Source: an optimization exercise on an open RTL-to-GDS flow (aim: small area, a short achievable clock period and few clock cycles per item). Production flows keep margins and buffers that such runs may drop. Where RTL was checked, it was by simulation tests only, not by an equivalence proof against the original. Power is estimated from default activity; no workload was simulated.

// cam_top
module cam_top #(
  parameter int CAM_SIZE = 64    
) (
  input  logic                               aclk,
  input  logic                               areset,
  input  logic [2:0]                         opcode,
  input  logic                               s_tvalid,
  input  logic [cam_cfg_pkg::BEAT_WIDTH-1:0] s_tdata,
  output logic                               update_all_end,
  output logic                               m_tvalid,
  output logic [cam_cfg_pkg::KEY_WIDTH-1:0]  m_tdata
);
  localparam int NUM_BLOCKS   = CAM_SIZE / KEYS_PER_BEAT;
  localparam int RESULT_WIDTH = $clog2(CAM_SIZE) + 1;
  logic                    load_fire;
  logic                    search_fire;
  logic                    load_done;
  logic [NUM_BLOCKS-1:0]   block_we;
  logic [NUM_BLOCKS-1:0]   block_valid;
  logic [CAM_SIZE-1:0]     equal;
  logic [CAM_SIZE-1:0]     match;
  logic [RESULT_WIDTH-1:0] result_next;
  logic [RESULT_WIDTH-1:0] result;         
  logic                    result_valid;
  cam_loader #(
    .CAM_SIZE    (CAM_SIZE)
  ) u_loader (
    .aclk        (aclk),
  ...
Settings: LEC_CHECK=0, ABC_CLOCK_PERIOD_IN_PS=1800, CAP_MARGIN=20, CORE_MARGIN=2, CORE_UTILIZATION=55, CTS_CLUSTER_SIZE=30, SETUP_SLACK_MARGIN=2.0, SLEW_MARGIN=20, TNS_END_PERCENT=100; clock period 4.0 ns.
run.sh (not shown) runs the stock make flow with config.mk's settings and CLKGATE_MAP_FILE= SYNTH_SCRIPT=/design/flow/synth_recipe.tcl, a recipe that flattens the netlist after the stock synthesis.
Rerun with:
- ABC_CLOCK_PERIOD_IN_PS: 1800 -> default
What happened: Area after synthesis is unchanged. Hold slack stays the same. Core utilization stays the same. Design area is unchanged. Combinational power is about the same.
No run of this note included a check of the RTL's function; only the layout flow was run.

---

== lane 1 ==
Another version of the RTL of cam_top (not shown whole).
For scale: roughly 2100 flip-flops, about 87000 sq um of cells after synthesis.
Settings: LEC_CHECK=0, CAP_MARGIN=20, CORE_MARGIN=2, CORE_UTILIZATION=55, SETUP_SLACK_MARGIN=1.9, SLEW_MARGIN=20, TNS_END_PERCENT=100; clock period 4.0 ns.
Setup changes, lane 1 to lane 2
- SETUP_SLACK_MARGIN no longer set, was 1.9
- TNS_END_PERCENT no longer set, was 100
==> results.txt <==
Between lane 2 and lane 1, the setup clock skew after layout does not differ in any meaningful way.
In the reports for lane 2 and lane 1, the larger number of DRC markers after the initial detailed-route iteration belongs to lane 2.
Of the two values seen for source of the critical timing path, opcode[1] was produced by lane 1 and s_tvalid by lane 2.
Between lane 2 and lane 1, it is lane 2 whose buffer and inverter count on the worst path is lower, by 2.
Comparing lane 2 and lane 1, fraction of final layout cells sized beyond drive strength 1 is lower on lane 2.
Summary of lane 2 over lane 1: power flat; register area held.
No functional check of the RTL was part of any run of this note.

---

The RTL this note starts from:
==> flow/design.v <==
`timescale 1ns/1ps
package cam_cfg_pkg;
  parameter int KEY_WIDTH = 32;
  parameter int KEYS_PER_BEAT = 16;
  parameter int BEAT_WIDTH = KEY_WIDTH * KEYS_PER_BEAT;
  parameter logic [31:0] LOAD_DONE_CODE = 32'd100;
endpackage
`timescale 1ns/1ps
package cam_op_pkg;
  typedef enum logic [2:0] {
    OP_IDLE     = 3'd0,   
    OP_LOAD_ALL = 3'd1,   
    OP_SEARCH   = 3'd2    
  } cam_opcode_e;
endpackage
`timescale 1ns/1ps
import cam_cfg_pkg::*;
import cam_op_pkg::*;
module cam_loader #(
  parameter int CAM_SIZE = 64   
) (
  input  logic                                             aclk,
  input  logic                                             areset,
  input  cam_op_pkg::cam_opcode_e                          opcode,
  input  logic                                             s_tvalid,
  output logic                                             load_fire,
  output logic                                             search_fire,
  output logic                                             load_done,
  output logic [CAM_SIZE/cam_cfg_pkg::KEYS_PER_BEAT-1:0]   block_we,
  output logic [CAM_SIZE/cam_cfg_pkg::KEYS_PER_BEAT-1:0]   block_valid
);
  localparam int NUM_BLOCKS  = CAM_SIZE / KEYS_PER_BEAT;   
  localparam int BLOCK_WIDTH = $clog2(NUM_BLOCKS);
  logic [BLOCK_WIDTH-1:0] write_ptr;     
  logic                   write_last;    
  logic [NUM_BLOCKS-1:0]  write_block;   
  assign load_fire   = s_tvalid && (opcode == OP_LOAD_ALL);
  assign search_fire = s_tvalid && (opcode == OP_SEARCH);
  assign load_done = load_fire && write_last;
  assign block_we  = load_fire ? write_block : '0;
  always_ff @(posedge aclk) begin
    if (areset) begin
      write_ptr   <= '0;
      write_last  <= 1'b0;
      write_block <= NUM_BLOCKS'(1);
    end else if (load_fire) begin
      write_ptr   <= write_ptr + 1'b1;
      write_last  <= (write_ptr == BLOCK_WIDTH'(NUM_BLOCKS - 2));
      write_block <= {write_block[NUM_BLOCKS-2:0], write_block[NUM_BLOCKS-1]};
    end
  end
  always_ff @(posedge aclk) begin
    if (areset) begin
      block_valid <= '0;
    end else begin
      block_valid <= block_valid | block_we;
    end
  end
endmodule
`timescale 1ns/1ps
import cam_cfg_pkg::*;
module cam_cell (
  input  logic                              aclk,
  input  logic                              write_en,
  input  logic [cam_cfg_pkg::KEY_WIDTH-1:0] write_key,
  input  logic [cam_cfg_pkg::KEY_WIDTH-1:0] search_key,
  output logic                              equal
);
  logic [KEY_WIDTH-1:0] entry;   
  always_ff @(posedge aclk) begin
    if (write_en) begin
      entry <= write_key;
    end
  end
  assign equal = (entry == search_key);
endmodule
`timescale 1ns/1ps
import cam_cfg_pkg::*;
module cam_match_encoder #(
  parameter int CAM_SIZE = 64    
) (
  input  logic [CAM_SIZE-1:0]          match,
  output logic [$clog2(CAM_SIZE):0]    result
);
  localparam int W      = $clog2(CAM_SIZE);
  localparam int LEVELS = W / 2;
  logic [CAM_SIZE-1:0] any [LEVELS+1];
  logic [W-1:0]        idx [LEVELS+1][CAM_SIZE];
  always_comb begin
    for (int l = 0; l <= LEVELS; l++) begin
      for (int n = 0; n < CAM_SIZE; n++) begin
        idx[l][n] = '0;
      end
      any[l] = '0;
    end
    for (int n = 0; n < CAM_SIZE; n++) begin
      any[0][n] = match[n];
    end
    for (int l = 1; l <= LEVELS; l++) begin
      for (int n = 0; n < (CAM_SIZE >> (2*l)); n++) begin
        any[l][n] = |any[l-1][4*n +: 4];
        if (any[l-1][4*n]) begin
          idx[l][n] = idx[l-1][4*n];
          idx[l][n][2*l-1 -: 2] = 2'd0;
        end else if (any[l-1][4*n+1]) begin
          idx[l][n] = idx[l-1][4*n+1];
          idx[l][n][2*l-1 -: 2] = 2'd1;
        end else if (any[l-1][4*n+2]) begin
          idx[l][n] = idx[l-1][4*n+2];
          idx[l][n][2*l-1 -: 2] = 2'd2;
        end else begin
          idx[l][n] = idx[l-1][4*n+3];
          idx[l][n][2*l-1 -: 2] = 2'd3;
        end
      end
    end
    result = any[LEVELS][0] ? {1'b0, idx[LEVELS][0]} : '1;
  end
endmodule
`timescale 1ns/1ps
import cam_cfg_pkg::*;
module cam_top #(
  parameter int CAM_SIZE = 64    
) (
  input  logic                               aclk,
  input  logic                               areset,
  input  logic [2:0]                         opcode,
  input  logic                               s_tvalid,
  input  logic [cam_cfg_pkg::BEAT_WIDTH-1:0] s_tdata,
  output logic                               update_all_end,
  output logic                               m_tvalid,
  output logic [cam_cfg_pkg::KEY_WIDTH-1:0]  m_tdata
);
  localparam int NUM_BLOCKS   = CAM_SIZE / KEYS_PER_BEAT;
  localparam int RESULT_WIDTH = $clog2(CAM_SIZE) + 1;
  logic                    load_fire;
  logic                    search_fire;
  logic                    load_done;
  logic [NUM_BLOCKS-1:0]   block_we;
  logic [NUM_BLOCKS-1:0]   block_valid;
  logic [CAM_SIZE-1:0]     equal;
  logic [CAM_SIZE-1:0]     match;
  logic [CAM_SIZE-1:0]     match_q;        
  logic                    match_valid;
  logic [RESULT_WIDTH-1:0] result_next;
  logic [RESULT_WIDTH-1:0] result;         
  logic                    result_valid;
  cam_loader #(
    .CAM_SIZE    (CAM_SIZE)
  ) u_loader (
    .aclk        (aclk),
    .areset      (areset),
    .opcode      (cam_op_pkg::cam_opcode_e'(opcode)),
    .s_tvalid    (s_tvalid),
    .load_fire   (load_fire),
    .search_fire (search_fire),
    .load_done   (load_done),
    .block_we    (block_we),
    .block_valid (block_valid)
  );
  for (genvar i = 0; i < CAM_SIZE; i++) begin : gen_cell
    cam_cell u_cell (
      .aclk       (aclk),
      .write_en   (block_we[i / KEYS_PER_BEAT]),
      .write_key  (s_tdata[(i % KEYS_PER_BEAT)*KEY_WIDTH +: KEY_WIDTH]),
      .search_key (s_tdata[KEY_WIDTH-1:0]),
      .equal      (equal[i])
    );
    assign match[i] = equal[i] && block_valid[i / KEYS_PER_BEAT];
  end
  always_ff @(posedge aclk) begin
    if (areset) begin
      match_valid <= 1'b0;
    end else begin
      match_valid <= search_fire;
    end
  end
  always_ff @(posedge aclk) begin
    match_q <= match;
  end
  cam_match_encoder #(
    .CAM_SIZE (CAM_SIZE)
  ) u_encoder (
    .match    (match_q),
    .result   (result_next)
  );
  always_ff @(posedge aclk) begin
    if (areset) begin
      result_valid <= 1'b0;
      result       <= '0;
    end else begin
      result_valid <= match_valid;
      result       <= match_valid ? result_next : '0;
    end
  end
  assign update_all_end = load_done;
  assign m_tvalid       = load_done | result_valid;
  assign m_tdata        = (load_done ? KEY_WIDTH'(LOAD_DONE_CODE) : '0) | KEY_WIDTH'(result);
endmodule
Settings: LEC_CHECK=0, CAP_MARGIN=20, CORE_MARGIN=2, CORE_UTILIZATION=62, PLACE_DENSITY=0.68, SETUP_SLACK_MARGIN=1.9, SLEW_MARGIN=20, TNS_END_PERCENT=100; clock period 4.0 ns.
standard.sh (not shown) runs the stock make flow with config.mk's settings and CLKGATE_MAP_FILE= SYNTH_SCRIPT=/design/flow/synth_recipe.tcl, a recipe that flattens the netlist after the stock synthesis.
==> flow/flow/run.sh <==
#!/bin/bash
# Layout flow: the standard ORFS flow (standard.sh), with these changes:
#  - slow 3/4-input OR and 4-input NOR cells are not used (synthesis maps the
#    encoder and compare trees to faster NAND/NOR/AOI forms instead);
#  - ports are buffered with buf_1 instead of the delay buffer buffer_ports picks;
#  - clock tree sinks are clustered 25 to a leaf buffer within 100 um, with no
#    dummy loads (a smaller, shallower tree).
# Registers, the power grid, tap cells, SDC and clock period are the standard ones.
set -uo pipefail
DU="sky130_fd_sc_hd__probe_p_8 sky130_fd_sc_hd__probec_p_8 sky130_fd_sc_hd__lpflow_bleeder_1 sky130_fd_sc_hd__lpflow_clkbufkapwr_1 sky130_fd_sc_hd__lpflow_clkbufkapwr_16 sky130_fd_sc_hd__lpflow_clkbufkapwr_2 sky130_fd_sc_hd__lpflow_clkbufkapwr_4 sky130_fd_sc_hd__lpflow_clkbufkapwr_8 sky130_fd_sc_hd__lpflow_clkinvkapwr_1 sky130_fd_sc_hd__lpflow_clkinvkapwr_16 sky130_fd_sc_hd__lpflow_clkinvkapwr_2 sky130_fd_sc_hd__lpflow_clkinvkapwr_4 sky130_fd_sc_hd__lpflow_clkinvkapwr_8 sky130_fd_sc_hd__lpflow_decapkapwr_12 sky130_fd_sc_hd__lpflow_decapkapwr_3 sky130_fd_sc_hd__lpflow_decapkapwr_4 sky130_fd_sc_hd__lpflow_decapkapwr_6 sky130_fd_sc_hd__lpflow_decapkapwr_8 sky130_fd_sc_hd__lpflow_inputiso0n_1 sky130_fd_sc_hd__lpflow_inputiso0p_1 sky130_fd_sc_hd__lpflow_inputiso1n_1 sky130_fd_sc_hd__lpflow_inputiso1p_1 sky130_fd_sc_hd__lpflow_inputisolatch_1 sky130_fd_sc_hd__lpflow_isobufsrc_1 sky130_fd_sc_hd__lpflow_isobufsrc_16 sky130_fd_sc_hd__lpflow_isobufsrc_2 sky130_fd_sc_hd__lpflow_isobufsrc_4 sky130_fd_sc_hd__lpflow_isobufsrc_8 sky130_fd_sc_hd__lpflow_isobufsrckapwr_16 sky130_fd_sc_hd__lpflow_lsbuf_lh_hl_isowell_tap_1 sky130_fd_sc_hd__lpflow_lsbuf_lh_hl_isowell_tap_2 sky130_fd_sc_hd__lpflow_lsbuf_lh_hl_isowell_tap_4 sky130_fd_sc_hd__lpflow_lsbuf_lh_isowell_4 sky130_fd_sc_hd__lpflow_lsbuf_lh_isowell_tap_1 sky130_fd_sc_hd__lpflow_lsbuf_lh_isowell_tap_2 sky130_fd_sc_hd__lpflow_lsbuf_lh_isowell_tap_4  sky130_fd_sc_hd__or4_1 sky130_fd_sc_hd__or4_2 sky130_fd_sc_hd__or4_4 sky130_fd_sc_hd__or4b_1 sky130_fd_sc_hd__or4b_2 sky130_fd_sc_hd__or4b_4 sky130_fd_sc_hd__or4bb_1 sky130_fd_sc_hd__or4bb_2 sky130_fd_sc_hd__or4bb_4 sky130_fd_sc_hd__or3_1 sky130_fd_sc_hd__or3_2 sky130_fd_sc_hd__or3_4 sky130_fd_sc_hd__or3b_1 sky130_fd_sc_hd__or3b_2 sky130_fd_sc_hd__or3b_4 sky130_fd_sc_hd__nor4_1 sky130_fd_sc_hd__nor4_2 sky130_fd_sc_hd__nor4_4 sky130_fd_sc_hd__nor4b_1 sky130_fd_sc_hd__nor4b_2 sky130_fd_sc_hd__nor4b_4 sky130_fd_sc_hd__nor4bb_1 sky130_fd_sc_hd__nor4bb_2 sky130_fd_sc_hd__nor4bb_4"
bash standard.sh \
  "DONT_USE_CELLS=$DU" \
  "BUFFER_PORTS_ARGS=-buffer_cell sky130_fd_sc_hd__buf_1" \
  "CTS_ARGS=-sink_clustering_enable -sink_clustering_size 25 -sink_clustering_max_diameter 100 -repair_clock_nets -dont_use_dummy_load" \
  finish > standard.log 2>&1
Testbench counts at the start, summed over its fixed seeds: cycles 3,456, searches 2,048.
Edit:
--- a/flow/config.mk
+++ b/flow/config.mk
@@ -9,4 +9,4 @@
 export CORE_MARGIN = 2
-export CORE_UTILIZATION = 62
-export PLACE_DENSITY = 0.68
+export CORE_UTILIZATION = 70
+export PLACE_DENSITY = 0.76
 export SETUP_SLACK_MARGIN = 1.9
=> Sequential power is about the same; combinational power goes down by about 1%; final cell count decreases by 3.2%; setup slack gets worse by 0.12 ns; via count hardly moves; fmax drops by 5.0%; routed wire length fell by 5.4%; design area decreases by 0.46%; clock skew goes down by 0.017 ns.
Edit:
--- a/flow/flow/run.sh
+++ b/flow/flow/run.sh
@@ -4,5 +4,3 @@
 #    encoder and compare trees to faster NAND/NOR/AOI forms instead);
-#  - ports are buffered with buf_1 instead of the delay buffer buffer_ports picks;
-#  - clock tree sinks are clustered 25 to a leaf buffer within 100 um, with no
-#    dummy loads (a smaller, shallower tree).
+#  - ports are buffered with buf_2 instead of the delay buffer buffer_ports picks.
 # Registers, the power grid, tap cells, SDC and clock period are the standard ones.
@@ -12,4 +10,3 @@
   "DONT_USE_CELLS=$DU" \
-  "BUFFER_PORTS_ARGS=-buffer_cell sky130_fd_sc_hd__buf_1" \
-  "CTS_ARGS=-sink_clustering_enable -sink_clustering_size 25 -sink_clustering_max_diameter 100 -repair_clock_nets -dont_use_dummy_load" \
+  "BUFFER_PORTS_ARGS=-buffer_cell sky130_fd_sc_hd__buf_2" \
   finish > standard.log 2>&1
--- a/flow/config.mk
+++ b/flow/config.mk
@@ -9,4 +9,5 @@
 export CORE_MARGIN = 2
-export CORE_UTILIZATION = 70
-export PLACE_DENSITY = 0.76
+export CORE_UTILIZATION = 55
+export CTS_CLUSTER_DIAMETER = 100
+export CTS_CLUSTER_SIZE = 30
 export SETUP_SLACK_MARGIN = 1.9
Outcome: Routed wire length rises by a little under a tenth. Clock skew goes down by 0.020 ns. Non-clock buffer count climbs by 34. Utilization goes down by 16 points. Global-route usage fell by 5.7 points. Cell count came out higher by a little under a tenth. Setup slack improved by 0.16 ns. Total power came out higher slightly.
Edit:
--- a/flow/flow/run.sh
+++ b/flow/flow/run.sh
@@ -4,3 +4,5 @@
 #    encoder and compare trees to faster NAND/NOR/AOI forms instead);
-#  - ports are buffered with buf_2 instead of the delay buffer buffer_ports picks.
+#  - ports are buffered with buf_1 instead of the delay buffer buffer_ports picks;
+#  - clock tree sinks are clustered 25 to a leaf buffer within 100 um, with no
+#    dummy loads (a smaller, shallower tree).
 # Registers, the power grid, tap cells, SDC and clock period are the standard ones.
@@ -10,3 +12,4 @@
   "DONT_USE_CELLS=$DU" \
-  "BUFFER_PORTS_ARGS=-buffer_cell sky130_fd_sc_hd__buf_2" \
+  "BUFFER_PORTS_ARGS=-buffer_cell sky130_fd_sc_hd__buf_1" \
+  "CTS_ARGS=-sink_clustering_enable -sink_clustering_size 25 -sink_clustering_max_diameter 100 -repair_clock_nets -dont_use_dummy_load" \
   finish > standard.log 2>&1
--- a/flow/config.mk
+++ b/flow/config.mk
@@ -10,4 +10,2 @@
 export CORE_UTILIZATION = 55
-export CTS_CLUSTER_DIAMETER = 100
-export CTS_CLUSTER_SIZE = 30
 export SETUP_SLACK_MARGIN = 1.9
Clock-buffer cell count shrinks by 45.
Clock skew grows by 0.023 ns.
Synthesized cell count stays the same.
Total power grows by 0.38%.
Cell area stays flat.
Wire length grows by about 1.4%.
Sequential power barely changes.
Non-clock buffer count grows by 21.
Cell count shrinks by about 0.32%.
Fmax shrinks by 0.84%.
Setup slack is worse by 0.019 ns.

-- separate check: timing with driven ports --
The results above use ideal ports. As a check the final layouts listed here were re-extracted and re-timed, cells and wires unchanged. Step 1 assumes that a clkbuf_16 drives the clock port and a buf_2 every other input. Step 2 also shifts input and output timing later by t, the mid clock arrival at the registers, as if the neighbouring blocks saw the same clock. Three values: ideal ports, drivers, drivers and shift; two values: the first two.
run	t (ns)	setup slack, ns	worst register clock-pin slew, ns	worst data-port slew with drivers (ns)	cell pins on the clock port's net
the first run of note 1	0.947	0.785 / 0.835 / -0.112	0.07 / 0.07	0.17	1
the second run of note 1	0.947	0.785 / 0.835 / -0.112	0.07 / 0.07	0.17	1
lane 1	0.921	1.327 / 1.292 / 0.877	0.06 / 0.06	0.17	1
lane 2	0.914	0.257 / 0.230 / 0.132	0.06 / 0.06	0.17	1
the first run of note 3	0.818	1.697 / 1.676 / 0.978	0.11 / 0.11	0.17	1
the second run of note 3	0.804	1.576 / 1.552 / 1.089	0.10 / 0.10	0.14	1
the third run of note 3	0.828	1.734 / 1.678 / 1.076	0.12 / 0.12	0.15	1
the fourth run of note 3	0.823	1.715 / 1.691 / 1.096	0.11 / 0.11	0.19	1
Met with ideal ports but missed after step 2: setup timing in the first run of note 1 and the second run of note 1.
